Background: an optimization exercise with open tools, aiming at small area. Do not read the settings as production practice.
The RTL was checked by simulation tests, not by an equivalence proof against the original design.
No activity file was given, so power comes from the tool's default toggle rates.

<file path="flow/design.v">
package regfile_pkg;
    localparam int unsigned DW       = 32;
    localparam int unsigned AW       = 5;
    localparam int unsigned NREG     = 2 ** AW;
    localparam int unsigned REG_ZERO = 0;
endpackage
module regfile_rdmux
#(
    parameter int unsigned AW = regfile_pkg::AW
) (
    input  logic [2**AW-1:1] sel,
    input  logic [2**AW-1:1] din,
    output logic             q
);
    logic [10:0] n;
    logic [2:0]  p;
    for (genvar k = 0; k < 10; k++) begin : g_aoi
        regfile_aoi222 u_aoi (
            .a1(sel[3*k+1]), .a2(din[3*k+1]),
            .b1(sel[3*k+2]), .b2(din[3*k+2]),
            .c1(sel[3*k+3]), .c2(din[3*k+3]),
            .y (n[k])
        );
    end
    regfile_nand2 u_n31 (.a(sel[31]), .b(din[31]), .y(n[10]));
    regfile_nand4 u_p0 (.a(n[0]), .b(n[1]), .c(n[2]), .d(n[3]), .y(p[0]));
    regfile_nand4 u_p1 (.a(n[4]), .b(n[5]), .c(n[6]), .d(n[7]), .y(p[1]));
    regfile_nand3 u_p2 (.a(n[8]), .b(n[9]), .c(n[10]), .y(p[2]));
    regfile_or3   u_q  (.a(p[0]), .b(p[1]), .c(p[2]), .y(q));
endmodule
module regfile_aoi222 (
    input  logic a1, a2, b1, b2, c1, c2,
    output logic y
);
    assign y = ~((a1 & a2) | (b1 & b2) | (c1 & c2));
endmodule
module regfile_nand2 (
    input  logic a, b,
    output logic y
);
    assign y = ~(a & b);
endmodule
module regfile_nand3 (
    input  logic a, b, c,
    output logic y
);
    assign y = ~(a & b & c);
endmodule
module regfile_nand4 (
    input  logic a, b, c, d,
    output logic y
);
    assign y = ~(a & b & c & d);
endmodule
module regfile_or3 (
    input  logic a, b, c,
    output logic y
);
    assign y = a | b | c;
endmodule
module regfile_ao22 (
    input  logic a1, a2, b1, b2,
    output logic y
);
    assign y = (a1 & a2) | (b1 & b2);
endmodule
module regfile_and2 (
    input  logic a, b,
    output logic y
);
    assign y = a & b;
endmodule
module regfile_oa21 (
    input  logic a1, a2, b,
    output logic y
);
    assign y = (a1 | a2) & b;
endmodule
module regfile_scoreboard
#(
    parameter int unsigned AW = regfile_pkg::AW
) (
    input  logic              clock,
    input  logic              reset,
    input  logic [2**AW-1:1]  sel_a,
    input  logic [2**AW-1:1]  sel_b,
    input  logic              use_a,
    input  logic              use_b,
    input  logic [2**AW-1:1]  hold,
    input  logic              issue,
    input  logic [AW-1:0]     issue_rd,
    output logic              stall,
    output logic [2**AW-1:0]  busy
);
    localparam int unsigned NR = 2 ** AW;
    logic [NR-1:1] busy_q, busy_d, set;
    logic          hit_a, hit_b;
    logic          set_en;
    regfile_rdmux #(.AW(AW)) u_hita (.sel(sel_a), .din(busy_q), .q(hit_a));
    regfile_rdmux #(.AW(AW)) u_hitb (.sel(sel_b), .din(busy_q), .q(hit_b));
    assign stall  = (use_a && hit_a) || (use_b && hit_b);
    assign set_en = !reset && issue && !stall;
    always_comb begin
        for (int i = 1; i < int'(NR); i++) begin
            set[i]    = set_en && (issue_rd == AW'(i));
            busy_d[i] = set[i] || (busy_q[i] && hold[i]);
        end
    end
    always_ff @(posedge clock) begin
        busy_q <= busy_d;
    end
    assign busy = {busy_q, 1'b0};
endmodule
module regfile_sb
#(
    parameter int unsigned DW = regfile_pkg::DW,
    parameter int unsigned AW = regfile_pkg::AW
) (
    input  logic              clock,
    input  logic              reset,
    input  logic [AW-1:0]     rna,
    input  logic [AW-1:0]     rnb,
    input  logic              use_a,
    input  logic              use_b,
    output logic [DW-1:0]     qa,
    output logic [DW-1:0]     qb,
    input  logic              we,
    input  logic [AW-1:0]     wn,
    input  logic [DW-1:0]     d,
    input  logic              issue,
    input  logic [AW-1:0]     issue_rd,
    output logic              stall,
    output logic [2**AW-1:0]  busy
);
    localparam int unsigned NR = 2 ** AW;
    logic [DW-1:0] regs_q [1:NR-1];
    logic [NR-1:1] load, hold;
    logic [NR-1:1] sel_a, sel_b;
    logic [3:0] lo_a, lo_b, lo_w, nlo_w;
    logic [7:0] hi_a, hi_b, hi_w, nhi_w;
    logic       nreset;
    always_comb begin
        for (int k = 0; k < 4; k++) begin
            lo_a[k]  = (rna[1:0] == 2'(k));
            lo_b[k]  = (rnb[1:0] == 2'(k));
            lo_w[k]  = we && !reset && (wn[1:0] == 2'(k));
            nlo_w[k] = !lo_w[k];
        end
        for (int m = 0; m < 8; m++) begin
            hi_a[m]  = (rna[4:2] == 3'(m));
            hi_b[m]  = (rnb[4:2] == 3'(m));
            hi_w[m]  = (wn[4:2] == 3'(m));
            nhi_w[m] = !hi_w[m];
        end
        nreset = !reset;
    end
    for (genvar i = 1; i < int'(NR); i++) begin : g_dec
        regfile_and2 u_sa (.a(lo_a[i%4]), .b(hi_a[i/4]), .y(sel_a[i]));
        regfile_and2 u_sb (.a(lo_b[i%4]), .b(hi_b[i/4]), .y(sel_b[i]));
        regfile_and2 u_ld (.a(lo_w[i%4]), .b(hi_w[i/4]), .y(load[i]));
        regfile_oa21 u_hd (.a1(nlo_w[i%4]), .a2(nhi_w[i/4]), .b(nreset), .y(hold[i]));
    end
    logic [DW-1:0] regs_d [1:NR-1];
    for (genvar i = 1; i < int'(NR); i++) begin : g_wr
        for (genvar j = 0; j < int'(DW); j++) begin : g_bit
            regfile_ao22 u_nxt (
                .a1(regs_q[i][j]), .a2(hold[i]),
                .b1(d[j]),         .b2(load[i]),
                .y (regs_d[i][j])
            );
        end
    end
    always_ff @(posedge clock) begin
        for (int i = 1; i < int'(NR); i++) begin
            regs_q[i] <= regs_d[i];
        end
    end
    for (genvar j = 0; j < int'(DW); j++) begin : g_rd
        logic [NR-1:1] col;
        for (genvar i = 1; i < int'(NR); i++) begin : g_col
            assign col[i] = regs_q[i][j];
        end
        regfile_rdmux #(.AW(AW)) u_rda (.sel(sel_a), .din(col), .q(qa[j]));
        regfile_rdmux #(.AW(AW)) u_rdb (.sel(sel_b), .din(col), .q(qb[j]));
    end
    regfile_scoreboard #(
        .AW (AW)
    ) u_scoreboard (
        .clock    (clock),
        .reset    (reset),
        .sel_a    (sel_a),
        .sel_b    (sel_b),
        .use_a    (use_a),
        .use_b    (use_b),
        .hold     (hold),
        .issue    (issue),
        .issue_rd (issue_rd),
        .stall    (stall),
        .busy     (busy)
    );
endmodule
</file>
<file path="flow/flow/run.sh">
#!/bin/bash
# The standard layout (standard.sh), with two changes to the cells it adds:
#  - port buffers use the smallest buffer (buf_1) instead of the flow's default pick;
#  - the clock tree uses clkbuf_8 leaf buffers driving up to 16 flip-flops each,
#    and no dummy loads.
set -e
export BUFFER_PORTS_ARGS="-buffer_cell sky130_fd_sc_hd__buf_1"
export CTS_ARGS="-sink_clustering_enable -repair_clock_nets -dont_use_dummy_load -sink_clustering_size 16 -sink_clustering_max_diameter 60 -buf_list {sky130_fd_sc_hd__clkbuf_8}"
bash standard.sh > standard.log 2>&1
</file>
<file path="flow/standard.sh">
#!/bin/bash
# synth_recipe.tcl (not shown) runs the flow's synth.tcl, then flattens the netlist and writes it again
# the make line also repeats each setting of config.mk as NAME=value (left out here)
make -C /OpenROAD-flow-scripts/flow DESIGN_CONFIG=/design/flow/config.mk WORK_HOME=/design/flow/orfs CLKGATE_MAP_FILE= SYNTH_SCRIPT=/design/flow/synth_recipe.tcl "${@:-finish}"
</file>
<file path="flow/config.mk">
export PLATFORM = sky130hd
export DESIGN_NAME = regfile_sb
export DESIGN_NICKNAME = regfile_sb
export VERILOG_FILES = /design/flow/design.v
export SDC_FILE = /design/flow/constraint.sdc
export NUM_CORES = 4
export LEC_CHECK = 0
export CAP_MARGIN = 20
export CORE_MARGIN = 2
export CORE_UTILIZATION = 40
export PLACE_DENSITY = 0.5
export SLEW_MARGIN = 20
export SYNTH_HIERARCHICAL = 1
export SYNTH_MINIMUM_KEEP_SIZE = 0
</file>
<file path="flow/constraint.sdc">
create_clock -name core_clock -period 5.5 [get_ports {clock}]
set_input_delay 1.1000 -clock core_clock [delete_from_list [all_inputs] [get_ports {clock}]]
set_output_delay 1.1000 -clock core_clock [all_outputs]
set_load 0.01 [all_outputs]
</file>
==> results of run 1 <==
==> modules after synthesis (local to each module, per instance), excerpt <==
module,copies in the design,cells,cell area (um^2),flops+latches
regfile_sb,1,1044,20200,992
regfile_aoi222,660,1,10.0,0
regfile_ao22,992,1,8.76,0
regfile_oa21,31,1,7.51,0
regfile_and2,93,1,6.26,0
regfile_nand4,132,1,6.26,0
regfile_or3,66,1,6.26,0
regfile_nand3,66,1,5.00,0
regfile_nand2,66,1,3.75,0
==> stage by stage <==
step                area [um^2]  total power, W  worst slack, ps  cells  hold WS [ps]
floorplan                 39300         0.00791             1480   3265           475
global placement          42200         0.00839              620   4767           485
detailed placement        42200         0.00841              622   4767           493
CTS                       43600          0.0125              619   4868           511
global route              43700          0.0128              404   4877           522
finish                    43700          0.0126              273   4883           515
==> critical path: cells and delay by family <==
kind | cells | cell delay, ps
simple gates | 4 | 1870
compound gates | 1 | 740
buf+inv | 2 | 390
==> cell families after synthesis <==
family,Yosys count,share of synthesized area
AO/OA/AOI/OAI,1715,0.401
AND/OR/NAND/NOR,516,0.0763
other,1,0.0000954
buffers and inverters,10,0.00121
flip-flops,1023,0.521
==> sequential cells by signal, summed over array words and instances (netlist names) <==
name	count
u_scoreboard.busy_q	31
regs_q	992
==> power by group through the flow <==
stage               registers, W  clock network (W)  logic, W
finish                   0.00751            0.00427  0.000781
global route             0.00752            0.00455  0.000772
CTS                      0.00751            0.00429  0.000728
detailed placement       0.00768                  0  0.000727
global placement         0.00767                  0  0.000715
floorplan                0.00766                  0  0.000249
==> final timing paths <==
kind | to | slack [ps] | cells past startpoint
hold reg to reg | regs_q[23][11] | 510 | 1
setup reg to reg | u_scoreboard.busy_q[19] | 2900 | 7
hold / removal | regs_q[23][11] | 510 | 1
setup / recovery | qa[19] | 270 | 7
==> area by class of cell <==
cell class / instances / area [um^2] / area share
well taps: 1276 / 1600 / 0.0365
multi-input cells: 2232 / 19000 / 0.434
repair buffers: 234 / 1220 / 0.0280
flip-flops and latches: 1023 / 20500 / 0.469
diodes: 14 / 35.0 / 0.000802
inverters: 3 / 11.3 / 0.000258
clock buffers: 101 / 1390 / 0.0318
==> cell usage in the layout, fill, tap and decap left out, drive strengths merged, types with 31 or more instances in the layout <==
| cell | netlist | final |
|---|---|---|
| a222oi | 660 | 660 |
| a22o | 998 | 998 |
| and2 | 98 | 98 |
| buf | 6 | 221 |
| clkbuf | 1 | 114 |
| dfxtp | 1023 | 1023 |
| nand2 | 91 | 91 |
| nand3 | 68 | 68 |
| nand4 | 132 | 132 |
| o21a | 31 | 31 |
| or3 | 67 | 67 |
==> metal layers <==
metal | up-vias | routed length, um
li1 | 15700 | -
met1 | 20300 | 79400
met2 | 3645 | 86100
met3 | 771 | 29600
met4 | 20 | 14600
met5 | - | 138
==> run notes, run 1 <==
Max-Slew Margin vs Limit 0.137; die width 317 um; HP Class reg -> reg; post-synth top area share 0.521; pin count of the biggest net entering global routing 34; total CTS buffers 101; Bufs on Longest Clock Path 3; Synth cell types 38; run status finished clean; Post-synth top flop dfxtp_1; worst path required time 4400 ps; number of port buffers 153; Area Growth Syn to Fin 11.2%; die height between 300 and 400 um; cell with the most instances after synthesis dfxtp_1; Synthesized Nets 3323; first drt pass iteration count 13; Tmin final 5230 ps; slowest stage delay, CP 740 ps; Fillers 8960; DRT iter0 DRCs 9462; Mean Syn Cell Area 12.0 um^2; share of cells above drive strength 1 0.0924; CTS tree yes; Sequential Power Share 0.598; Max-cap violations 0; fin crit share 0.950; Slew @ Worst Pin 1290 ps; Clock Latency Late Sink slightly below 800 ps; cell area after synthesis 0.0393 mm^2; crit start category input pin; Post-Route WL 210000 um; GR peak layer met2; Synth area leaders dfxtp_1, a22o_1, a222oi_1, nand4_1, and2_1; antenna viol nets, final 0; RSZ-0062 raised after global routing no; maximum clock frequency 0.191 GHz; die area between 0.1 and 0.15 mm^2; vias approximately 40000; worst reg2reg path startpoint u_scoreboard.busy_q[10]; switch share 0.267; # H-tree levels 3; drc violations 0; initial antenna violation count 24; Boundary Pins 155; CTS resizes 0; Pwr Density approximately 290 mW/mm^2; Clock transition at path regs 80 ps; hpwl dp 121000 um; post-DR vias/cell 8.28; Initial Util 0.405; Final Hold Violating Endpoints 0; Critical Path AT 4130 ps; synthesized instance count 3265; Post-CTS Hold Buffers 0; post-synth top area cell dfxtp_1; Ys Warns 11; post-synthesis sequential area ratio 0.521; GR Layer Usage met1 0.499; critical path fanouts, max 33; Worst Setup End Kind output port; all-layer global routing usage 0.392; P_sw 0.00335 W; vias in the first global route roughly 39000; GRT overflow 0; post-CTS setup repair buffer count 0; leakage power 15.6 nW; hold wc startpoint regs_q[23][11]; met3 GRT Util 0.142; Async SR Flop Fraction 0; Max IR drop VDD 0.000183 V; first-pass GRT wire length 290000 um; CP startpoint rna[4]; Core Rows 114; WL/cell about 43 um; crit path cell chain buf_1 -> nor3b_1 -> and2_2 -> a222oi_1 -> nand4_1 -> or3_1 -> buf_1; CTS root buf clkbuf_8; setup TNS 0 ps; Clock Power Share 0.340; core footprint 0.0970 mm^2; Core Util, Final 0.450; Slew Limit Fails 0; nets 3653; cell seen most often among critical-path stages buf_1; Combinational Power Share 0.062; Final Skew 39.8 ps; Slowest cell on crit path a222oi_1; M2 GR Usage 0.560; # setup viols final 0; gpl congestion 0.977; kind of critical path in -> out; Power Internal 0.00921 W; #FFs+latches synth 1023; clk sinks 1023; most frequent cells after synthesis dfxtp_1, a22o_1, a222oi_1; Post-synth EDFFs 0
==> run 2: changes to the inputs <==
--- a/flow/flow/run.sh
+++ b/flow/flow/run.sh
@@ -5,5 +5,5 @@
 #    and no dummy loads.
 set -e
 export BUFFER_PORTS_ARGS="-buffer_cell sky130_fd_sc_hd__buf_1"
-export CTS_ARGS="-sink_clustering_enable -repair_clock_nets -dont_use_dummy_load -sink_clustering_size 16 -sink_clustering_max_diameter 60 -buf_list {sky130_fd_sc_hd__clkbuf_8}"
+export CTS_ARGS="-sink_clustering_enable -repair_clock_nets -dont_use_dummy_load -sink_clustering_size 16 -sink_clustering_max_diameter 100 -buf_list {sky130_fd_sc_hd__clkbuf_8}"
 bash standard.sh > standard.log 2>&1
--- a/flow/config.mk
+++ b/flow/config.mk
@@ -8,7 +8,6 @@
 export CAP_MARGIN = 20
 export CORE_MARGIN = 2
 export CORE_UTILIZATION = 40
-export PLACE_DENSITY = 0.5
 export SLEW_MARGIN = 20
 export SYNTH_HIERARCHICAL = 1
 export SYNTH_MINIMUM_KEEP_SIZE = 0
==> run 2 against run 1 <==
Combinational power fell by 4.7%. Clock-buffer cell count shrank 27. Still clean. Flip-flop and latch count unchanged. Non-clock buffer count shrank 10. Largest power group unchanged. Synthesized cell count stayed put. Sequential share of layout area is 0.46 points higher. Sequential power about the same. Critical endpoint is now qa[22].
==> run notes, run 2 <==
post-DR vias/cell 8.06 (was 8.28); first drt pass iteration count 14 (was 13); Final Skew 33.2 ps (was 39.8 ps); core footprint 0.0970 mm^2 (unchanged); setup TNS 0 ps (unchanged); Fin Hold WS 513 ps (was 515 ps); vias 39000 (was 40400); first-pass GRT wire length 263000 um (was 290000 um); Post-CTS Hold Buffers 0 (unchanged); Pwr Density 276 mW/mm^2 (was 288 mW/mm^2); Async SR Flop Fraction 0 (unchanged); RSZ-0062 raised after global routing no (unchanged); most frequent cells after synthesis dfxtp_1, a22o_1, a222oi_1 (unchanged); post-CTS setup repair buffer count 0 (unchanged); cell seen most often among critical-path stages buf_1 (unchanged); Ys Warns 11 (unchanged); # H-tree levels 3 (unchanged); critical path buffer and inverter count 2 (unchanged); # setup viols final 0 (unchanged); Final Hold Violating Endpoints 0 (unchanged); fin crit share 0.921 (was 0.950); Synth cell types 38 (unchanged); share of cells above drive strength 1 0.0799 (was 0.0924); CTS root buf clkbuf_8 (unchanged); Bufs on Longest Clock Path 3 (unchanged); most common cell after layout, fill and taps aside dfxtp_1 (unchanged); Max IR drop VDD 0.000155 V (was 0.000183 V); number of port buffers 153 (unchanged); clk sinks 1023 (unchanged); Core Rows 114 (unchanged); Top Registers regs_q: 992 flops, u_scoreboard.busy_q: 31 flops (unchanged); critical path fanouts, max 33 (unchanged); Max-Slew Margin vs Limit 0.132 (was 0.137); CTS tree yes (unchanged); Fillers 9173 (was 8960); die area 0.101 mm^2 (unchanged); post-synthesis sequential area ratio 0.521 (unchanged); #FFs+latches synth 1023 (unchanged); antenna viol nets, final 0 (unchanged); pin count of the biggest net entering global routing 34 (unchanged); CP delay by family, top simple AND/OR/NAND/NOR gates (unchanged); drc violations 0 (unchanged); Worst Setup End Kind output port (unchanged); die height 317 um (unchanged); crit path cell chain buf_1 -> nor2b_1 -> and2_2 -> a222oi_1 -> nand4_1 -> or3_1 -> buf_1 (was buf_1 -> nor3b_1 -> and2_2 -> a222oi_1 -> nand4_1 -> or3_1 -> buf_1); Max-cap violations 0 (unchanged); Post-synth top flop dfxtp_1 (unchanged); Multi-input gate area 0.0189 mm^2 (was 0.0190 mm^2); Area Growth Syn to Fin 10.1% (was 11.2%); slowest stage delay, CP 1050 ps (was 740 ps); hold wc startpoint regs_q[17][20] (was regs_q[23][11]); cell with the most instances after synthesis dfxtp_1 (unchanged); Critical Path AT 3960 ps (was 4130 ps); cell area after synthesis 0.0393 mm^2 (unchanged); hpwl dp 108000 um (was 121000 um); Post-synth EDFFs 0 (unchanged); leakage power 15.3 nW (was 15.6 nW); post-synth top area share 0.521 (unchanged); Slew @ Worst Pin 1300 ps (was 1290 ps); DRT iter0 DRCs 10500 (was 9462); crit start category input pin (unchanged); Clock Latency Late Sink 730 ps (was 770 ps); WL/cell 39.0 um (was 43.0 um); all-layer global routing usage 0.351 (was 0.392); CP startpoint rna[0] (was rna[4]); Initial Util 0.405 (unchanged); CTS resizes 0 (unchanged); HP Class reg -> reg (unchanged); total CTS buffers 74 (was 101); GRT overflow 0 (unchanged); Clock transition at path regs 50 ps (was 80 ps); Largest register FFs 992 (unchanged); Synth area leaders dfxtp_1, a22o_1, a222oi_1, nand4_1, and2_1 (unchanged); Synthesized Nets 3323 (unchanged); worst path required time 4400 ps (about the same); Post-Route WL 189000 um (was 210000 um); Tmin final 5060 ps (was 5230 ps); worst reg2reg path startpoint u_scoreboard.busy_q[13] (was u_scoreboard.busy_q[10]); synthesized instance count 3265 (unchanged); initial antenna violation count 13 (was 24); Slowest cell on crit path and2_2 (was a222oi_1); kind of critical path in -> out (unchanged); Seq. cell area 0.0205 mm^2 (unchanged); Boundary Pins 155 (unchanged); vias in the first global route 35800 (was 38500); Core Util, Final 0.446 (was 0.450); die width 317 um (unchanged); Largest Register regs_q (unchanged); gpl congestion 0.895 (was 0.977); Mean Syn Cell Area 12.0 um^2 (unchanged); post-synth top area cell dfxtp_1 (unchanged); nets 3616 (was 3653); commonest non-fill, non-tap cells in the layout dfxtp_1, a22o_1, a222oi_1, buf_1, nand4_1 (unchanged); Slew Limit Fails 0 (unchanged); maximum clock frequency 0.197 GHz (was 0.191 GHz); run status finished clean (unchanged)
[run 2: layer usage]
layer / track usage / part of all wire / up-vias
met3: 0.113 / 0.15 / 660
met5: 0.00378 / 0.00092 / -
met2: 0.489 / 0.40 / 3571
met4: 0.228 / 0.071 / 16
li1: - / - / 15600
met1: 0.463 / 0.38 / 19100
[run 2: logic make-up after synthesis]
family | count (synthesis) | synth area share
other cells | 1 | 0.0000954
buf+inv | 10 | 0.00121
flops | 1023 | 0.521
compound gates | 1715 | 0.401
simple gates | 516 | 0.0763
[run 2: modules after synthesis (local to each module, per instance), a selection]
| module | cells inside | copies in the design |
|---|---|---|
| regfile_and2 | 1 | 93 |
| regfile_ao22 | 1 | 992 |
| regfile_aoi222 | 1 | 660 |
| regfile_nand2 | 1 | 66 |
| regfile_nand3 | 1 | 66 |
| regfile_nand4 | 1 | 132 |
| regfile_or3 | 1 | 66 |
| regfile_sb | 1044 | 1 |
[run 2: report_power, final]
part	total (W)	internal, W	switching [W]
Clock	0.00370	0.00121	0.00248
Combinational	0.000744	0.000127	0.000617
Sequential	0.00751	0.00746	0.0000501
[run 2: stage by stage]
stage / setup WS (ps) / instances / instance area, um^2 / power, W
finish: 435 / 4843 / 43300 / 0.0120
global route: 447 / 4837 / 43300 / 0.0122
CTS: 658 / 4829 / 43100 / 0.0119
detailed placement: 681 / 4755 / 42100 / 0.00837
global placement: 631 / 4755 / 42100 / 0.00837
floorplan: 1480 / 3265 / 39300 / 0.00791
[run 2: path summary, 6_finish.rpt]
kind,to,slack [ps],cells past startpoint
setup / recovery,qa[22],440,7
hold / removal,regs_q[17][20],510,1
setup reg to reg,u_scoreboard.busy_q[4],2450,6
hold reg to reg,regs_q[17][20],510,1
[run 2: final cells by class]
class	count	share of cell area
timing repair buffer	224	0.0274
inverter	3	0.000260
sequential	1023	0.473
clock buffer	74	0.0235
tap	1276	0.0369
antenna	11	0.000636
multi-input combinational	2232	0.438
==> run 3: changes to the inputs <==
==> flow/flow/run.sh (replaced) <==
#!/bin/bash
# The standard layout (standard.sh), with two changes to the cells it adds:
#  - port buffers use the smallest buffer (buf_1) instead of the flow's default pick;
#  - the clock tree uses clkbuf_8 leaf buffers driving up to 16 flip-flops each,
#    and no dummy loads;
#  - after global routing, non-critical gates are downsized (RECOVER_POWER).
set -e
export BUFFER_PORTS_ARGS="-buffer_cell sky130_fd_sc_hd__buf_1"
export CTS_ARGS="-sink_clustering_enable -repair_clock_nets -dont_use_dummy_load -sink_clustering_size 16 -sink_clustering_max_diameter 100 -buf_list {sky130_fd_sc_hd__clkbuf_8}"
export RECOVER_POWER=100
bash standard.sh > standard.log 2>&1
==> run 3 against run 2 <==
The layout now fails its checks (capacitance limit, slew limit). Worst setup slack got worse by 180 ps. Via count about the same. Clock-buffer cell count unchanged. Routed wire length about the same. Final cell count about the same. Die area unchanged. Power about the same. Critical path depth increased by 2. Register-to-register slack got worse by 60 ps. Critical path type unchanged. Critical endpoint is now stall.
==> run notes, run 3 <==
die width 317 um (unchanged); post-synth top area share 0.521 (unchanged); commonest non-fill, non-tap cells in the layout dfxtp_1, a22o_1, a222oi_1, buf_1, nand4_1 (unchanged); all-layer global routing usage 0.351 (unchanged); critical path buffer and inverter count 3 (was 2); Largest Register regs_q (unchanged); Clock Latency Late Sink 730 ps (about the same); hpwl dp 108000 um (unchanged); first-pass GRT wire length 263000 um (unchanged); antenna viol nets, final 0 (unchanged); Critical Path AT 4140 ps (was 3960 ps); Initial Util 0.405 (unchanged); Synthesized Nets 3323 (unchanged); setup TNS 0 ps (unchanged); # H-tree levels 3 (unchanged); Area Growth Syn to Fin 9.85% (was 10.1%); kind of critical path in -> out (unchanged); post-synthesis sequential area ratio 0.521 (unchanged); most common cell after layout, fill and taps aside dfxtp_1 (unchanged); core footprint 0.0970 mm^2 (unchanged); Mean Syn Cell Area 12.0 um^2 (unchanged); gpl congestion 0.895 (unchanged); # setup viols final 0 (unchanged); Post-synth top flop dfxtp_1 (unchanged); cell seen most often among critical-path stages buf_1 (unchanged); vias in the first global route 35800 (unchanged); worst path required time 4400 ps (about the same); slowest stage delay, CP 980 ps (was 1050 ps); Tmin final 5240 ps (was 5060 ps); Fillers 9191 (was 9173); Slew @ Worst Pin 3470 ps (was 1300 ps); Max-Slew Margin vs Limit -1.31 (was 0.132); cell area after synthesis 0.0393 mm^2 (unchanged); Core Util, Final 0.445 (was 0.446); Seq. cell area 0.0205 mm^2 (unchanged); Pwr Density 277 mW/mm^2 (was 276 mW/mm^2); cell with the most instances after synthesis dfxtp_1 (unchanged); crit path cell chain buf_1 -> and2_0 -> and2_1 -> a222oi_1 -> nand4_1 -> or3_1 -> a22oi_4 -> inv_1 -> buf_1 (was buf_1 -> nor2b_1 -> and2_2 -> a222oi_1 -> nand4_1 -> or3_1 -> buf_1); Post-CTS Hold Buffers 0 (unchanged); Slowest cell on crit path a222oi_1 (was and2_2); critical path fanouts, max 15 (was 33); post-synth top area cell dfxtp_1 (unchanged); crit start category input pin (unchanged); Max-cap violations 30 (was 0); drc violations 0 (unchanged); Async SR Flop Fraction 0 (unchanged); number of port buffers 153 (unchanged); post-CTS setup repair buffer count 0 (unchanged); CTS tree yes (unchanged); Clock transition at path regs 60 ps (was 50 ps); Post-synth EDFFs 0 (unchanged); Final Hold Violating Endpoints 0 (unchanged); vias 39000 (about the same); Synth area leaders dfxtp_1, a22o_1, a222oi_1, nand4_1, and2_1 (unchanged); Multi-input gate area 0.0189 mm^2 (about the same); die height 317 um (unchanged); nets 3616 (unchanged); Slew Limit Fails 988 (was 0); Boundary Pins 155 (unchanged); maximum clock frequency 0.191 GHz (was 0.197 GHz); die area 0.101 mm^2 (unchanged); synthesized instance count 3265 (unchanged); Post-Route WL 189000 um (about the same); Worst Setup End Kind output port (unchanged); Final Skew 31.5 ps (was 33.2 ps); pin count of the biggest net entering global routing 34 (unchanged); initial antenna violation count 13 (unchanged); SO Faults capacitance limit, slew limit; #FFs+latches synth 1023 (unchanged); most frequent cells after synthesis dfxtp_1, a22o_1, a222oi_1 (unchanged); post-DR vias/cell 8.06 (about the same); Ys Warns 11 (unchanged); GRT overflow 0 (unchanged); Top Registers regs_q: 992 flops, u_scoreboard.busy_q: 31 flops (unchanged); CTS resizes 0 (unchanged); leakage power 15.2 nW (was 15.3 nW); first drt pass iteration count 14 (unchanged); CTS root buf clkbuf_8 (unchanged); fin crit share 0.953 (was 0.921); clk sinks 1023 (unchanged); DRT iter0 DRCs 10700 (was 10500); RSZ-0062 raised after global routing no (unchanged); Largest register FFs 992 (unchanged); CP delay by family, top simple AND/OR/NAND/NOR gates (unchanged); Max IR drop VDD 0.000155 V (about the same); total CTS buffers 74 (unchanged); share of cells above drive strength 1 0.0695 (was 0.0799); HP Class reg -> reg (unchanged); Synth cell types 38 (unchanged); Core Rows 114 (unchanged); Bufs on Longest Clock Path 3 (unchanged); WL/cell 39.0 um (about the same); run status complete, but fails checks (was finished clean)
==> run 3: metal layers <==
layer  global-route usage  routed length (um)
met1                0.463               70700
met2                0.489               75600
met3                0.113               28600
met4                0.228               13600
met5              0.00378                 165
==> run 3: final timing paths <==
path / slack (ps) / end / from / depth (start not counted)
setup / recovery: 260 / stall / rna[0] / 9
hold / removal: 510 / regs_q[17][20] / regs_q[17][20] / 1
setup reg to reg: 2390 / u_scoreboard.busy_q[18] / u_scoreboard.busy_q[13] / 7
hold reg to reg: 510 / regs_q[17][20] / regs_q[17][20] / 1
==> run 3: worst register-to-register path, stage by stage (launching register included) <==
cell and delay, ps:
dfxtp_1 460, a222oi_1 960, nand4_1 170, or3_1 470, a22oi_4 260, inv_1 110, or3b_1 430, o21ai_0 180
==> run 3: logic make-up (layout without fill, tap and decap cells) <==
family,Yosys count,count (layout),synth area share
AO/OA/AOI/OAI,1715,1715,0.401
flip-flops,1023,1023,0.521
AND/OR/NAND/NOR,516,516,0.0763
buffers and inverters,10,301,0.00121
other,1,9,0.0000954
==> run 3: stage by stage <==
stage          setup slack (ps)  hold slack, ps  cell area (um^2)  total power (W)  std cells
4_1_cts                     658             514             43100           0.0119       4829
5_1_grt                     290             530             43200           0.0122       4837
6_report                    256             514             43200           0.0119       4840
3_5_place_dp                681             493             42100          0.00837       4755
2_1_floorplan              1480             475             39300          0.00791       3265
3_3_place_gp                631             486             42100          0.00837       4755
==> run 3: report_power, final <==
part	switching [W]	internal, W
sequential	0.0000501	0.00746
clock	0.00248	0.00121
combinational	0.000616	0.000125
total	0.00315	0.00880
==> run 3: layout make-up <==
cell class                      instances  share of cell area
Inverter                                3            0.000261
Tap cell                             1276              0.0370
Antenna cell                            8            0.000464
Timing Repair Buffer                  224              0.0267
Clock buffer                           74              0.0236
Sequential cell                      1023               0.474
Multi-Input combinational cell       2232               0.438
==> run 3: Yosys stat by module, one instance, submodules excluded, a selection <==
module,times used,area [um^2],flip-flops and latches,cells inside
regfile_ao22,992,8.76,0,1
regfile_oa21,31,7.51,0,1
regfile_sb,1,20200,992,1044
regfile_aoi222,660,10.0,0,1
regfile_nand2,66,3.75,0,1
regfile_or3,66,6.26,0,1
regfile_and2,93,6.26,0,1
regfile_nand4,132,6.26,0,1
regfile_nand3,66,5.00,0,1
==> run 4: changes to the inputs <==
==> flow/flow/run.sh (replaced) <==
#!/bin/bash
# The standard layout (standard.sh), with two changes to the cells it adds:
#  - port buffers use the smallest buffer (buf_1) instead of the flow's default pick;
#  - the clock tree uses clkbuf_8 leaf buffers driving up to 14 flip-flops each,
#    and no dummy loads;
#  - after global routing, non-critical gates are downsized (RECOVER_POWER).
set -e
export BUFFER_PORTS_ARGS="-buffer_cell sky130_fd_sc_hd__buf_1"
export CTS_ARGS="-sink_clustering_enable -repair_clock_nets -dont_use_dummy_load -sink_clustering_size 14 -sink_clustering_max_diameter 80 -buf_list {sky130_fd_sc_hd__clkbuf_8}"
export RECOVER_POWER=100
bash standard.sh > standard.log 2>&1
==> run 4 against run 3 <==
Still fails the layout checks on capacitance limit, slew limit. Sequential power about the same. Synthesized area unchanged. Combinational power about the same. Die area unchanged. Critical path depth unchanged. Via count increased by 0.22%. Critical path type unchanged. Critical endpoint unchanged.
==> run notes, run 4 <==
run status complete, but fails checks (unchanged); SO Faults capacitance limit, slew limit (unchanged); Boundary Pins 155 (unchanged); Final Hold Violating Endpoints 0 (unchanged); cell area after synthesis 0.0393 mm^2 (unchanged); vias 39100 (was 39000); number of port buffers 153 (unchanged); cell area after layout 0.0433 mm^2 (was 0.0432 mm^2); # H-tree levels 3 (unchanged); Max-Slew Margin vs Limit -1.39 (was -1.31); WL/cell 39.0 um (about the same); pre-CTS WS 681 ps (unchanged); pin count of the biggest net entering global routing 34 (unchanged); final non-filler cell total 4851 (was 4840); Top Registers regs_q: 992 flops, u_scoreboard.busy_q: 31 flops (unchanged); Post-synth top flop dfxtp_1 (unchanged); #FFs+latches synth 1023 (unchanged); Clock transition at path regs 90 ps (was 60 ps); Slew Limit Fails 1002 (was 988); Bufs on Longest Clock Path 3 (unchanged); Max IR drop VDD 0.000152 V (was 0.000155 V); Synth cell types 38 (unchanged); fin crit share 0.930 (was 0.953); post-DR vias/cell 8.06 (about the same); Largest Register regs_q (unchanged); crit start category input pin (unchanged); Core Rows 114 (unchanged); compound-gate portion of the synthesized area 0.401 (unchanged); clk sinks 1023 (unchanged); Synth area leaders dfxtp_1, a22o_1, a222oi_1, nand4_1, and2_1 (unchanged); maximum clock frequency 0.196 GHz (was 0.191 GHz); critical path fanouts, max 15 (unchanged); setup TNS 0 ps (unchanged); first-pass GRT wire length 263000 um (about the same); CTS root buf clkbuf_8 (unchanged); Largest register FFs 992 (unchanged); all-layer global routing usage 0.351 (about the same); Slew @ Worst Pin 3580 ps (was 3470 ps); share of cells above drive strength 1 0.0721 (was 0.0695); leakage power 15.3 nW (was 15.2 nW); cell seen most often among critical-path stages buf_1 (unchanged); post-synthesis sequential area ratio 0.521 (unchanged); Simple-Gate Fraction of Synth Area 0.0763 (unchanged); post-synth top area cell dfxtp_1 (unchanged); cell with the most instances after synthesis dfxtp_1 (unchanged); total CTS buffers 83 (was 74); crit path cell chain buf_1 -> and2_0 -> and2_2 -> a222oi_1 -> nand4_1 -> or3_1 -> a22oi_4 -> inv_1 -> buf_1 (was buf_1 -> and2_0 -> and2_1 -> a222oi_1 -> nand4_1 -> or3_1 -> a22oi_4 -> inv_1 -> buf_1); Placement Cell Area 0.0421 mm^2 (unchanged); largest family of logic cells by synthesized area compound AO/OA/AOI/OAI gates (unchanged); HP Class reg -> reg (unchanged); Critical Path AT 4010 ps (was 4140 ps); Async SR Flop Fraction 0 (unchanged); Synth Area in Adders 0 (unchanged); Post-synth EDFFs 0 (unchanged); die width 317 um (unchanged); nets 3624 (was 3616); die height 317 um (unchanged); hpwl dp 108000 um (unchanged); Tmin final 5110 ps (was 5240 ps); worst setup margin 385 ps (was 256 ps); initial antenna violation count 16 (was 13); CP delay by family, top simple AND/OR/NAND/NOR gates (unchanged); RSZ-0062 raised after global routing no (unchanged); post-synthesis mux area share 0 (unchanged); Post-Route WL 189000 um (about the same); Synthesized Nets 3323 (unchanged); antenna viol nets, final 0 (unchanged); Ys Warns 11 (unchanged); Clock Latency Late Sink 740 ps (was 730 ps); commonest non-fill, non-tap cells in the layout dfxtp_1, a22o_1, a222oi_1, buf_1, nand4_1 (unchanged); Post-CTS Hold Buffers 0 (unchanged); post-CTS setup repair buffer count 0 (unchanged); post-synth top area share 0.521 (unchanged); Pwr Density 280 mW/mm^2 (was 277 mW/mm^2); Inst Count DP 4755 (unchanged); synthesized instance count 3265 (unchanged); gpl congestion 0.895 (unchanged); core footprint 0.0970 mm^2 (unchanged); Mean Syn Cell Area 12.0 um^2 (unchanged); most frequent cells after synthesis dfxtp_1, a22o_1, a222oi_1 (unchanged); Seq. cell area 0.0205 mm^2 (unchanged); CTS tree yes (unchanged); die area 0.101 mm^2 (unchanged); first drt pass iteration count 13 (was 14); kind of critical path in -> out (unchanged); Multi-input gate area 0.0189 mm^2 (about the same); Slowest cell on crit path a222oi_1 (unchanged); drc violations 0 (unchanged); Fillers 9176 (was 9191); Worst Setup End Kind output port (unchanged); vias in the first global route 35800 (about the same); Synth Area in XOR/XNOR 0 (unchanged); CTS resizes 0 (unchanged); worst path required time 4400 ps (about the same); Final Skew 16.9 ps (was 31.5 ps); slowest stage delay, CP 930 ps (was 980 ps); DRT iter0 DRCs 10400 (was 10700); # setup viols final 0 (unchanged); critical path buffer and inverter count 3 (unchanged); most common cell after layout, fill and taps aside dfxtp_1 (unchanged); Initial Util 0.405 (unchanged); Area Growth Syn to Fin 10.1% (was 9.85%); Max-cap violations 30 (unchanged); Power Total 0.0121 W (was 0.0119 W); GRT overflow 0 (unchanged)
run 4: where the power goes:
part | total (W) | internal (W) | switching (W)
clock | 0.00388 | 0.00135 | 0.00253
combinational | 0.000744 | 0.000126 | 0.000618
sequential | 0.00751 | 0.00746 | 0.0000500
run 4: final timing paths:
| check | start | endpoint | slack [ps] | cells past startpoint |
|---|---|---|---|---|
| min reg2reg | regs_q[14][21] | regs_q[14][21] | 510 | 1 |
| max reg2reg | u_scoreboard.busy_q[13] | u_scoreboard.busy_q[18] | 2370 | 7 |
| min | regs_q[14][21] | regs_q[14][21] | 510 | 1 |
| max | rna[0] | stall | 390 | 9 |
run 4: modules after synthesis (local to each module, per instance), excerpt:
module	copies in the design	cells inside
regfile_aoi222	660	1
regfile_and2	93	1
regfile_nand3	66	1
regfile_nand2	66	1
regfile_ao22	992	1
regfile_sb	1	1044
regfile_oa21	31	1
regfile_or3	66	1
regfile_nand4	132	1
run 4: final cells by class:
cell class | count | area share
flip-flops and latches | 1023 | 0.473
clock buffers | 83 | 0.0264
repair buffers | 223 | 0.0264
diodes | 11 | 0.000636
inverters | 3 | 0.000260
well taps | 1276 | 0.0369
multi-input cells | 2232 | 0.436
run 4: cells by family after synthesis:
kind of cell | after synthesis
AO/OA/AOI/OAI | 1715
buffers and inverters | 10
AND/OR/NAND/NOR | 516
flip-flops | 1023
other | 1
run 4: per-stage QoR:
step            util  hold WS, ps
5_1_grt        0.446          527
3_3_place_gp   0.434          486
4_1_cts        0.446          513
3_5_place_dp   0.434          493
6_report       0.446          513
2_1_floorplan      -          475
run 4: per-layer routing:
layer / wire, um / track usage / share of wire
met3: 28100 / 0.118 / 0.15
met5: 298 / 0.00378 / 0.0016
met2: 75600 / 0.487 / 0.40
met4: 13900 / 0.226 / 0.074
met1: 71100 / 0.464 / 0.38
==> run 5: changes to the inputs <==
==> flow/flow/run.sh (replaced) <==
#!/bin/bash
# The standard layout (standard.sh), with two changes to the cells it adds:
#  - port buffers use the smallest buffer (buf_1) instead of the flow's default pick;
#  - the clock tree uses clkbuf_8 leaf buffers driving up to 14 flip-flops each,
#    and no dummy loads.
set -e
export BUFFER_PORTS_ARGS="-buffer_cell sky130_fd_sc_hd__buf_1"
export CTS_ARGS="-sink_clustering_enable -repair_clock_nets -dont_use_dummy_load -sink_clustering_size 14 -sink_clustering_max_diameter 80 -buf_list {sky130_fd_sc_hd__clkbuf_8}"
bash standard.sh > standard.log 2>&1
==> run 5 against run 4 <==
The run now finishes clean. Register-to-register slack improved by 80 ps. Power about the same. Hold slack got worse by 1.4 ps. Routed wire length about the same. Synthesized cell count stayed put. Final cell count is essentially flat. Die area unchanged. Sequential power hardly changed. Combinational power is essentially flat. Critical endpoint is now qa[10]. Highest routed layer unchanged.
==> run notes, run 5 <==
run status finished clean (was complete, but fails checks); die height 317 um (unchanged); synthesized instance count 3265 (unchanged); post-CTS setup repair buffer count 0 (unchanged); cell area after synthesis 0.0393 mm^2 (unchanged); leakage power 15.3 nW (about the same); total CTS buffers 83 (unchanged); DRT iter0 DRCs 10700 (was 10400); post-synth top area cell dfxtp_1 (unchanged); Seq. cell area 0.0205 mm^2 (unchanged); Pwr Density 280 mW/mm^2 (about the same); most common cell after layout, fill and taps aside dfxtp_1 (unchanged); most frequent cells after synthesis dfxtp_1, a22o_1, a222oi_1 (unchanged); Max-cap violations 0 (was 30); Inst Count DP 4755 (unchanged); Synth cell types 38 (unchanged); critical path fanouts, max 33 (was 15); R2R depth 6 (was 7); Fillers 9151 (was 9176); Core Util, Final 0.447 (was 0.446); die area 0.101 mm^2 (unchanged); clk sinks 1023 (unchanged); worst path required time 4400 ps (about the same); Post-synth top flop dfxtp_1 (unchanged); number of port buffers 153 (unchanged); Largest register FFs 992 (unchanged); worst reg2reg path startpoint u_scoreboard.busy_q[13] (unchanged); CTS tree yes (unchanged); Post-CTS Hold Buffers 0 (unchanged); maximum clock frequency 0.198 GHz (was 0.196 GHz); post-DR vias/cell 8.07 (was 8.06); Largest Register regs_q (unchanged); HP Class reg -> reg (unchanged); Post-Route WL 189000 um (about the same); Core Rows 114 (unchanged); nets 3624 (unchanged); first drt pass iteration count 19 (was 13); post-synth top area share 0.521 (unchanged); gpl congestion 0.895 (unchanged); FF-to-FF End u_scoreboard.busy_q[4] (was u_scoreboard.busy_q[18]); share of cells above drive strength 1 0.0819 (was 0.0721); Tmin final 5060 ps (was 5110 ps); Fin Hold WS 511 ps (was 513 ps); post-synthesis sequential area ratio 0.521 (unchanged); Async SR Flop Fraction 0 (unchanged); setup TNS 0 ps (unchanged); # H-tree levels 3 (unchanged); Final Skew 14.4 ps (was 16.9 ps); vias in the first global route 35800 (unchanged); Min-Delay Path Depth 1 (unchanged); Multi-input gate area 0.0189 mm^2 (about the same); core footprint 0.0970 mm^2 (unchanged); Final Hold Violating Endpoints 0 (unchanged); Clock transition at path regs 50 ps (was 90 ps); first-pass GRT wire length 263000 um (unchanged); hold wc startpoint regs_q[17][20] (was regs_q[14][21]); Boundary Pins 155 (unchanged); pin count of the biggest net entering global routing 34 (unchanged); #FFs+latches synth 1023 (unchanged); CTS root buf clkbuf_8 (unchanged); Post-synth EDFFs 0 (unchanged); vias 39200 (was 39100); Worst Setup End Kind output port (unchanged); Max-Slew Margin vs Limit 0.126 (was -1.39); Slew Limit Fails 0 (was 1002); antenna viol nets, final 0 (unchanged); Area Growth Syn to Fin 10.3% (was 10.1%); die width 317 um (unchanged); final non-filler cell total 4853 (was 4851); WL/cell 38.9 um (was 39.0 um); kind of critical path in -> out (unchanged); initial antenna violation count 16 (unchanged); Slew @ Worst Pin 1290 ps (was 3580 ps); Mean Syn Cell Area 12.0 um^2 (unchanged); commonest non-fill, non-tap cells in the layout dfxtp_1, a22o_1, a222oi_1, buf_1, nand4_1 (unchanged); GRT overflow 0 (unchanged); Reg2Reg Setup Slack 2450 ps (was 2370 ps); crit start category input pin (unchanged); Critical Path AT 3960 ps (was 4010 ps); hpwl dp 108000 um (unchanged); all-layer global routing usage 0.351 (unchanged); Top Registers regs_q: 992 flops, u_scoreboard.busy_q: 31 flops (unchanged); drc violations 0 (unchanged); Synthesized Nets 3323 (unchanged); Initial Util 0.405 (unchanged); CTS resizes 0 (unchanged); Ys Warns 11 (unchanged); cell with the most instances after synthesis dfxtp_1 (unchanged); Clock Latency Late Sink 750 ps (was 740 ps); Synth area leaders dfxtp_1, a22o_1, a222oi_1, nand4_1, and2_1 (unchanged); Max IR drop VDD 0.000154 V (was 0.000152 V); Worst Hold Path EP regs_q[17][20] (was regs_q[14][21]); # setup viols final 0 (unchanged); fin crit share 0.920 (was 0.930); RSZ-0062 raised after global routing no (unchanged); Bufs on Longest Clock Path 3 (unchanged)
run 5: final cells by class:
cell class	instances	area share
tap	1276	0.0368
sequential	1023	0.472
timing repair buffer	223	0.0266
antenna	13	0.000750
inverter	3	0.000260
clock buffer	83	0.0263
multi-input combinational	2232	0.437
run 5: per-layer routing:
metal,up-vias,track usage,part of all wire
li1,15700,-,-
met1,19200,0.464,0.38
met2,3637,0.487,0.40
met3,668,0.118,0.15
met4,14,0.226,0.073
met5,-,0.00378,0.0013
run 5: logic make-up (layout without fill, tap and decap cells):
group / count (synthesis) / in the layout / synth area share
AOI/OAI and AO/OA: 1715 / 1715 / 0.401
buffers and inverters: 10 / 309 / 0.00121
DFF: 1023 / 1023 / 0.521
other: 1 / 14 / 0.0000954
and+or+nand+nor: 516 / 516 / 0.0763
run 5: report_power, final:
part | internal [W] | leakage [nW] | total, W | switching [W]
combinational | 0.000127 | 6.50 | 0.000745 | 0.000618
sequential | 0.00746 | 8.25 | 0.00751 | 0.0000500
clock | 0.00135 | 0.597 | 0.00388 | 0.00252
total | 0.00894 | 15.3 | 0.0121 | 0.00319
run 5: how the worst max path moves through the flow:
stage / cells past startpoint / slack, ps / start / endpoint
floorplan: 7 / 1480 / rna[0] / stall
global placement: 8 / 630 / rna[2] / qa[27]
detailed placement: 7 / 680 / rna[0] / qa[22]
CTS: 7 / 670 / rna[0] / qa[22]
global route: 9 / 460 / rna[4] / stall
finish: 7 / 440 / rna[0] / qa[10]
run 5: per-stage QoR:
step                total power, W  area [um^2]  setup WS [ps]
floorplan                  0.00791        39300           1480
global placement           0.00837        42100            631
detailed placement         0.00837        42100            681
CTS                         0.0121        43300            668
global route                0.0124        43400            456
finish                      0.0121        43400            439
run 5: per-module statistics from Yosys, one instance, submodules excluded, excerpt:
| module | area (um^2) | cells inside | times used | flops+latches |
|---|---|---|---|---|
| regfile_sb | 20200 | 1044 | 1 | 992 |
| regfile_or3 | 6.26 | 1 | 66 | 0 |
| regfile_nand4 | 6.26 | 1 | 132 | 0 |
| regfile_nand2 | 3.75 | 1 | 66 | 0 |
| regfile_and2 | 6.26 | 1 | 93 | 0 |
| regfile_ao22 | 8.76 | 1 | 992 | 0 |
| regfile_oa21 | 7.51 | 1 | 31 | 0 |
| regfile_nand3 | 5.00 | 1 | 66 | 0 |
| regfile_aoi222 | 10.0 | 1 | 660 | 0 |
run 5: worst max-delay path, cell delays in order:
cell and delay (ps):
buf_1 140, nor2b_1 510, and2_2 1060, a222oi_1 310, nand4_1 450, or3_1 210
buf_1 160
==> run 6: changes to the inputs <==
==> flow/flow/run.sh (replaced) <==
#!/bin/bash
# The standard layout (standard.sh), with two changes to the cells it adds:
#  - port buffers use the smallest buffer (buf_1) instead of the flow's default pick;
#  - the clock tree uses clkbuf_8 leaf buffers driving up to 15 flip-flops each,
#    and no dummy loads.
set -e
export BUFFER_PORTS_ARGS="-buffer_cell sky130_fd_sc_hd__buf_1"
export CTS_ARGS="-sink_clustering_enable -repair_clock_nets -dont_use_dummy_load -sink_clustering_size 15 -sink_clustering_max_diameter 100 -buf_list {sky130_fd_sc_hd__clkbuf_8}"
bash standard.sh > standard.log 2>&1
==> run 6 against run 5 <==
Largest power group unchanged. Highest routed layer unchanged. Cell area is 0.12% lower. Clock skew rose by 15 ps. Critical path type unchanged. Global-route usage hardly changed.
==> run notes, run 6 <==
run status finished clean (unchanged); fin crit share 0.918 (was 0.920); Fin Hold WS 516 ps (was 511 ps); number of port buffers 153 (unchanged); CTS resizes 0 (unchanged); share of cells above drive strength 1 0.0806 (was 0.0819); Core Rows 114 (unchanged); DRT iter0 DRCs 10800 (was 10700); Clock Latency Late Sink 740 ps (was 750 ps); Synth cell types 38 (unchanged); post-synth top area cell dfxtp_1 (unchanged); Tmin final 5050 ps (was 5060 ps); die height 317 um (unchanged); #FFs+latches synth 1023 (unchanged); met1 WL 70700 um (was 71300 um); Pwr Density 278 mW/mm^2 (was 280 mW/mm^2); Area Growth Syn to Fin 10.2% (was 10.3%); WL/cell 38.9 um (about the same); first-pass GRT wire length 263000 um (about the same); met2 routed WL 75900 um (was 75700 um); initial antenna violation count 14 (was 16); Max IR drop VDD 0.000151 V (was 0.000154 V); cell area after synthesis 0.0393 mm^2 (unchanged); first drt pass iteration count 14 (was 19); hpwl dp 108000 um (unchanged); Synthesized Nets 3323 (unchanged); die area 0.101 mm^2 (unchanged); vias 39100 (was 39200); synthesized instance count 3265 (unchanged); Boundary Pins 155 (unchanged); # H-tree levels 3 (unchanged); all-layer global routing usage 0.351 (about the same); nets 3619 (was 3624); post-synthesis sequential area ratio 0.521 (unchanged); kind of critical path in -> out (unchanged); # setup viols final 0 (unchanged); Slew @ Worst Pin 1300 ps (was 1290 ps); Critical Path End stall (was qa[10]); Final Skew 29.0 ps (was 14.4 ps); die width 317 um (unchanged); Initial Util 0.405 (unchanged); post-synth top area share 0.521 (unchanged); CTS root buf clkbuf_8 (unchanged); Largest Register regs_q (unchanged); post-DR vias/cell 8.07 (about the same); Async SR Flop Fraction 0 (unchanged); Largest register FFs 992 (unchanged); Bufs on Longest Clock Path 3 (unchanged); worst path required time 4400 ps (about the same); leakage power 15.3 nW (about the same); Max-Slew Margin vs Limit 0.135 (was 0.126); Critical Path AT 3950 ps (was 3960 ps); pin count of the biggest net entering global routing 34 (unchanged); total CTS buffers 78 (was 83); Top Registers regs_q: 992 flops, u_scoreboard.busy_q: 31 flops (unchanged); Synth area leaders dfxtp_1, a22o_1, a222oi_1, nand4_1, and2_1 (unchanged); crit start category input pin (unchanged); Max-cap violations 0 (unchanged); setup TNS 0 ps (unchanged); critical path fanouts, max 13 (was 33); drc violations 0 (unchanged); final non-filler cell total 4848 (was 4853); gpl congestion 0.895 (unchanged); Mean Syn Cell Area 12.0 um^2 (unchanged); HP Class reg -> reg (unchanged); met3 WL 28400 um (was 27900 um); worst reg2reg path startpoint u_scoreboard.busy_q[13] (unchanged); Post-Route WL 189000 um (about the same); RSZ-0062 raised after global routing no (unchanged); most common cell after layout, fill and taps aside dfxtp_1 (unchanged); Slew Limit Fails 0 (unchanged); commonest non-fill, non-tap cells in the layout dfxtp_1, a22o_1, a222oi_1, buf_1, nand4_1 (unchanged); Clock transition at path regs 70 ps (was 50 ps); Inst Count DP 4755 (unchanged); Post-synth top flop dfxtp_1 (unchanged); Post-CTS Hold Buffers 0 (unchanged); Final Hold Violating Endpoints 0 (unchanged); Top Layer Used met5 (unchanged); core footprint 0.0970 mm^2 (unchanged); Power Total 0.0120 W (was 0.0121 W); clk sinks 1023 (unchanged); maximum clock frequency 0.198 GHz (about the same); Reg2Reg Setup Slack 2460 ps (was 2450 ps); FF-to-FF End u_scoreboard.busy_q[4] (unchanged); Ys Warns 11 (unchanged); cell with the most instances after synthesis dfxtp_1 (unchanged); GRT overflow 0 (unchanged); CP startpoint rna[4] (was rna[0]); Worst Setup End Kind output port (unchanged); antenna viol nets, final 0 (unchanged); Post-synth EDFFs 0 (unchanged); most frequent cells after synthesis dfxtp_1, a22o_1, a222oi_1 (unchanged); R2R depth 6 (unchanged); CTS tree yes (unchanged); post-CTS setup repair buffer count 0 (unchanged); Min-Delay Path Depth 1 (unchanged); vias in the first global route 35800 (about the same)
==> run 6: cell counts after synthesis <==
No cell type changed its count.
==> run 6: how the worst min path moves through the flow <==
stage	from	endpoint	slack, ps
floorplan	regs_q[10][0]	regs_q[10][0]	480
global placement	regs_q[1][20]	regs_q[1][20]	490
detailed placement	regs_q[31][20]	regs_q[31][20]	490
CTS	regs_q[17][3]	regs_q[17][3]	520
global route	regs_q[20][10]	regs_q[20][10]	530
finish	regs_q[17][3]	regs_q[17][3]	520
==> run 6: layout make-up <==
class                      instances  area (um^2)
clock buffer                      78         1070
fill                            9163        53700
tap                             1276         1600
multi-input combinational       2232        19000
inverter                           3         11.3
timing repair buffer             223         1170
sequential                      1023        20500
antenna                           13         32.5
==> run 6: logic make-up (layout without fill, tap and decap cells) <==
family / Yosys count / in the layout / synth area share
other: 1 / 14 / 0.0000954
DFF: 1023 / 1023 / 0.521
and+or+nand+nor: 516 / 516 / 0.0763
AOI/OAI and AO/OA: 1715 / 1715 / 0.401
buffers and inverters: 10 / 304 / 0.00121
==> run 6: worst max-delay path, stage by stage <==
cell and delay, ps:
buf_1 230, and3b_1 260, and2_2 310, a222oi_1 920, nand4_1 170, or3_1 470, a22oi_4 270, inv_2 70
buf_1 130
==> run 6: modules after synthesis (local to each module, per instance), a selection <==
module / area (um^2) / cells inside / times used
regfile_nand3: 5.00 / 1 / 66
regfile_nand2: 3.75 / 1 / 66
regfile_and2: 6.26 / 1 / 93
regfile_aoi222: 10.0 / 1 / 660
regfile_sb: 20200 / 1044 / 1
regfile_ao22: 8.76 / 1 / 992
regfile_nand4: 6.26 / 1 / 132
regfile_or3: 6.26 / 1 / 66
regfile_oa21: 7.51 / 1 / 31
==> run 6: metrics by stage <==
stage          setup WS (ps)  utilization  instance area, um^2
4_1_cts                  668        0.445                43200
6_report                 453        0.447                43300
5_1_grt                  415        0.446                43300
3_3_place_gp             631        0.434                42100
2_1_floorplan           1480            -                39300
3_5_place_dp             681        0.434                42100
==> run 6: routing by layer <==
metal / track usage / vias up
met4: 0.221 / 10
li1: - / 15600
met2: 0.491 / 3667
met3: 0.114 / 661
met5: 0.00662 / -
met1: 0.465 / 19100
==> run 6: report_power, final <==
group	switching [W]	internal (W)
registers	0.0000501	0.00746
logic	0.000618	0.000127
clock network	0.00250	0.00128
==> run 7: changes to the inputs <==
--- a/flow/design.v
+++ b/flow/design.v
@@ -93,18 +93,25 @@
     output logic [2**AW-1:0]  busy
 );
     localparam int unsigned NR = 2 ** AW;
-    logic [NR-1:1] busy_q, busy_d, set;
+    logic [NR-1:1] busy_q, busy_d;
     logic          hit_a, hit_b;
     logic          set_en;
     regfile_rdmux #(.AW(AW)) u_hita (.sel(sel_a), .din(busy_q), .q(hit_a));
     regfile_rdmux #(.AW(AW)) u_hitb (.sel(sel_b), .din(busy_q), .q(hit_b));
     assign stall  = (use_a && hit_a) || (use_b && hit_b);
     assign set_en = !reset && issue && !stall;
+    logic [3:0] slo;
+    logic [7:0] shi;
     always_comb begin
-        for (int i = 1; i < int'(NR); i++) begin
-            set[i]    = set_en && (issue_rd == AW'(i));
-            busy_d[i] = set[i] || (busy_q[i] && hold[i]);
-        end
+        for (int k = 0; k < 4; k++) slo[k] = set_en && (issue_rd[1:0] == 2'(k));
+        for (int m = 0; m < 8; m++) shi[m] = (issue_rd[4:2] == 3'(m));
+    end
+    for (genvar i = 1; i < int'(NR); i++) begin : g_busy
+        regfile_ao22 u_nxt (
+            .a1(busy_q[i]), .a2(hold[i]),
+            .b1(slo[i%4]),  .b2(shi[i/4]),
+            .y (busy_d[i])
+        );
     end
     always_ff @(posedge clock) begin
         busy_q <= busy_d;
==> flow/flow/run.sh (replaced) <==
#!/bin/bash
# The standard layout (standard.sh), with these changes to the cells it adds:
#  - port buffers use the smallest buffer (buf_1) instead of the flow's default pick;
#  - the clock tree uses clkbuf_8 leaf buffers driving up to 14 flip-flops each,
#    and no dummy loads.
set -e
export BUFFER_PORTS_ARGS="-buffer_cell sky130_fd_sc_hd__buf_1"
export CTS_ARGS="-sink_clustering_enable -repair_clock_nets -dont_use_dummy_load -sink_clustering_size 14 -sink_clustering_max_diameter 80 -buf_list {sky130_fd_sc_hd__clkbuf_8}"
bash standard.sh > standard.log 2>&1
==> run 7 against run 6 <==
Global-route usage is 0.46 points higher. Clock skew up 29 ps. Power increased by 0.57%. Core utilization is 0.094 points lower. Critical endpoint is now qa[2]. Highest routed layer unchanged.
==> run notes, run 7 <==
RSZ-0062 raised after global routing no (unchanged); #FFs+latches synth 1023 (unchanged); number of port buffers 153 (unchanged); synthesized instance count 3231 (was 3265); FF-to-FF End u_scoreboard.busy_q[4] (unchanged); worst path required time 4400 ps (about the same); Post-synth EDFFs 0 (unchanged); fin crit share 0.914 (was 0.918); CP startpoint rna[4] (unchanged); first-pass GRT wire length 262000 um (was 263000 um); gpl congestion 0.921 (was 0.895); leakage power 15.3 nW (about the same); crit path cell chain buf_1 -> nor3b_1 -> and2_2 -> buf_4 -> a222oi_1 -> nand4_1 -> or3_1 -> buf_1 (was buf_1 -> and3b_1 -> and2_2 -> a222oi_1 -> nand4_1 -> or3_1 -> a22oi_4 -> inv_2 -> buf_1); first drt pass iteration count 14 (unchanged); post-synth top area cell dfxtp_1 (unchanged); Async SR Flop Fraction 0 (unchanged); vias 38500 (was 39100); slowest stage delay, CP 600 ps (was 920 ps); switch share 0.262 (was 0.263); maximum clock frequency 0.199 GHz (was 0.198 GHz); Ys Warns 11 (unchanged); Critical Path End qa[2] (was stall); worst setup margin 471 ps (was 453 ps); Tmin final 5030 ps (was 5050 ps); die width 317 um (about the same); Post-synth top flop dfxtp_1 (unchanged); run status finished clean (unchanged); Boundary Pins 155 (unchanged); Largest Register regs_q (unchanged); nets 3576 (was 3619); Fillers 8990 (was 9163); Final Skew 57.6 ps (was 29.0 ps); P_sw 0.00316 W (was 0.00317 W); Seq. cell area 0.0205 mm^2 (unchanged); Reg2Reg Setup Slack 2460 ps (about the same); Clock Power Share 0.318 (was 0.314); total CTS buffers 83 (was 78); pre-CTS WS 749 ps (was 681 ps); kind of critical path in -> out (unchanged); drc violations 0 (unchanged); share of cells above drive strength 1 0.0782 (was 0.0806); die height 317 um (about the same); Slew @ Worst Pin 1300 ps (about the same); cell area after layout 0.0432 mm^2 (was 0.0433 mm^2); Initial Util 0.405 (about the same); Inst Count DP 4707 (was 4755); cell seen most often among critical-path stages buf_1 (unchanged); post-DR vias/cell 8.02 (was 8.07); Pwr Density 280 mW/mm^2 (was 278 mW/mm^2); GRT overflow 0 (unchanged); critical path fanouts, max 26 (was 13); # H-tree levels 3 (unchanged); Post-CTS Hold Buffers 0 (unchanged); Max IR drop VDD 0.000248 V (was 0.000151 V); HP Class reg -> reg (unchanged); Placement Cell Area 0.0419 mm^2 (was 0.0421 mm^2); Power Internal 0.00893 W (was 0.00886 W); antenna viol nets, final 0 (unchanged); CTS tree yes (unchanged); WL/cell 39.2 um (was 38.9 um); pin count of the biggest net entering global routing 34 (unchanged); Clock transition at path regs 90 ps (was 70 ps); Max-Slew Margin vs Limit 0.132 (was 0.135); Clock Latency Late Sink 740 ps (about the same); commonest non-fill, non-tap cells in the layout a22o_1, dfxtp_1, a222oi_1, buf_1, nand4_1 (was dfxtp_1, a22o_1, a222oi_1, buf_1, nand4_1); vias in the first global route 35700 (was 35800); Multi-input gate area 0.0189 mm^2 (was 0.0190 mm^2); Bufs on Longest Clock Path 3 (unchanged); Core Rows 114 (unchanged); die area 0.101 mm^2 (about the same); DRT iter0 DRCs 9523 (was 10800); cell area after synthesis 0.0392 mm^2 (was 0.0393 mm^2); Top Registers regs_q: 992 flops, u_scoreboard.busy_q: 31 flops (unchanged); Largest register FFs 992 (unchanged); post-CTS setup repair buffer count 0 (unchanged); Slew Limit Fails 0 (unchanged); Sequential Power Share 0.621 (was 0.624); all-layer global routing usage 0.356 (was 0.351); core footprint 0.0969 mm^2 (was 0.0970 mm^2); clk sinks 1023 (unchanged); Slowest cell on crit path or3_1 (was a222oi_1); hpwl dp 103000 um (was 108000 um); crit start category input pin (unchanged); Synth cell types 31 (was 38); initial antenna violation count 11 (was 14); critical path buffer and inverter count 3 (unchanged); # setup viols final 0 (unchanged); CTS root buf clkbuf_8 (unchanged); Worst Setup End Kind output port (unchanged); final non-filler cell total 4797 (was 4848); CP delay by family, top simple AND/OR/NAND/NOR gates (unchanged); Max-cap violations 0 (unchanged); post-synth top area share 0.522 (was 0.521); Mean Syn Cell Area 12.1 um^2 (was 12.0 um^2); setup TNS 0 ps (unchanged); worst reg2reg path startpoint u_scoreboard.busy_q[22] (was u_scoreboard.busy_q[13]); Area Growth Syn to Fin 10.1% (was 10.2%); Synth area leaders dfxtp_1, a22o_1, a222oi_1, nand4_1, and2_1 (unchanged); Post-Route WL 188000 um (was 189000 um); CP Depth 8 (was 9); post-synthesis sequential area ratio 0.522 (was 0.521); CTS resizes 0 (unchanged); Synthesized Nets 3289 (was 3323); Final Hold Violating Endpoints 0 (unchanged); most frequent cells after synthesis a22o_1, dfxtp_1, a222oi_1 (was dfxtp_1, a22o_1, a222oi_1); Critical Path AT 3930 ps (was 3950 ps); R2R depth 7 (was 6); Combinational Power Share 0.061 (was 0.062)
[run 7: changes by cell type in the layout (fill, tap and decap cells not counted), sizes merged, moves of 5 or more]
cell	delta
clkbuf	+8
a32o	-5
buf	-20
nand2	-23
o21ai	-17
diode	-8
a22o	+26
[run 7: per-layer routing]
metal,wire [um],part of all wire,global-route usage
met1,71800,0.38,0.467
met2,74600,0.40,0.489
met3,28400,0.15,0.137
met4,12500,0.067,0.212
met5,521,0.0028,0.0232
[run 7: through the flow]
step | hold WS, ps | util | total power [W]
after floorplan | 475 | - | 0.00791
after global placement | 486 | 0.433 | 0.00836
after detailed placement | 493 | 0.433 | 0.00836
after CTS | 512 | 0.444 | 0.0120
after global routing | 523 | 0.446 | 0.0124
final | 515 | 0.446 | 0.0121
[run 7: cell families after synthesis]
family	synth area share
buffers and inverters	0.000766
AND/OR/NAND/NOR	0.0732
AO/OA/AOI/OAI	0.403
other	0.0000957
flip-flops	0.522
[run 7: worst min-delay path by stage]
stage / cells past startpoint / from / slack (ps) / end
5_1_grt: 1 / regs_q[18][2] / 520 / regs_q[18][2]
2_1_floorplan: 1 / regs_q[10][0] / 480 / regs_q[10][0]
6_report: 1 / regs_q[29][22] / 520 / regs_q[29][22]
4_1_cts: 1 / regs_q[17][22] / 510 / regs_q[17][22]
3_3_place_gp: 1 / regs_q[16][20] / 490 / regs_q[16][20]
3_5_place_dp: 1 / regs_q[28][17] / 490 / regs_q[28][17]
[run 7: power by group through the flow]
| stage | Sequential (W) | Clock (W) | Combinational, W |
|---|---|---|---|
| detailed placement | 0.00767 | 0 | 0.000686 |
| finish | 0.00751 | 0.00385 | 0.000740 |
| global route | 0.00751 | 0.00413 | 0.000736 |
| global placement | 0.00767 | 0 | 0.000685 |
| floorplan | 0.00766 | 0 | 0.000246 |
| CTS | 0.00750 | 0.00386 | 0.000687 |
[run 7: per-module statistics from Yosys, one instance, submodules excluded, excerpt]
module | area (um^2) | flip-flops and latches | cells | times used
regfile_and2 | 6.26 | 0 | 1 | 93
regfile_ao22 | 8.76 | 0 | 1 | 1023
regfile_aoi222 | 10.0 | 0 | 1 | 660
regfile_nand2 | 3.75 | 0 | 1 | 66
regfile_nand3 | 5.00 | 0 | 1 | 66
regfile_nand4 | 6.26 | 0 | 1 | 132
regfile_oa21 | 7.51 | 0 | 1 | 31
regfile_or3 | 6.26 | 0 | 1 | 66
regfile_sb | 20200 | 992 | 1044 | 1
[run 7: final cells by class]
cell class | count | share of cell area
antenna | 5 | 0.000290
clock buffer | 83 | 0.0265
inverter | 2 | 0.000174
multi-input combinational | 2202 | 0.438
sequential | 1023 | 0.475
tap | 1276 | 0.0370
timing repair buffer | 206 | 0.0234

==> port drivers added, routing unchanged <==
No port has a modelled driver above. Below, the same layouts with a new extraction and two added sets of constraints.
Step 1 assumes that a clkbuf_16 drives the clock port and a buf_2 every other input.
Step 2 also shifts input and output timing later by t, the mid clock arrival at the registers, as if the neighbouring blocks saw the same clock.
Slacks: no drivers / after step 1 / after step 2; pairs: no drivers / after step 1.
run | shift t [ns] | setup WS [ns] | worst setup path after step 2 | worst register clock-pin slew, ns | worst data-port slew with drivers (ns)
run 1 | 0.841 | 0.273 / 0.166 / 0.166 | input to output | 0.11 / 0.11 | 0.19
run 2 | 0.800 | 0.435 / 0.363 / 0.363 | input to output | 0.12 / 0.12 | 0.20
run 3 | 0.799 | 0.256 / 0.197 / 0.022 | input to register | 0.12 / 0.12 | 0.20
run 4 | 0.805 | 0.385 / 0.290 / -0.117 | input to register | 0.11 / 0.11 | 0.18
run 5 | 0.807 | 0.439 / 0.366 / 0.366 | input to output | 0.10 / 0.10 | 0.20
run 6 | 0.801 | 0.453 / 0.357 / 0.357 | input to output | 0.12 / 0.12 | 0.20
run 7 | 0.784 | 0.471 / 0.393 / 0.393 | input to output | 0.11 / 0.11 | 0.08
The setup slack of run 4, which loses most, moves by -0.095 ns with the drivers and by -0.502 ns with both steps.
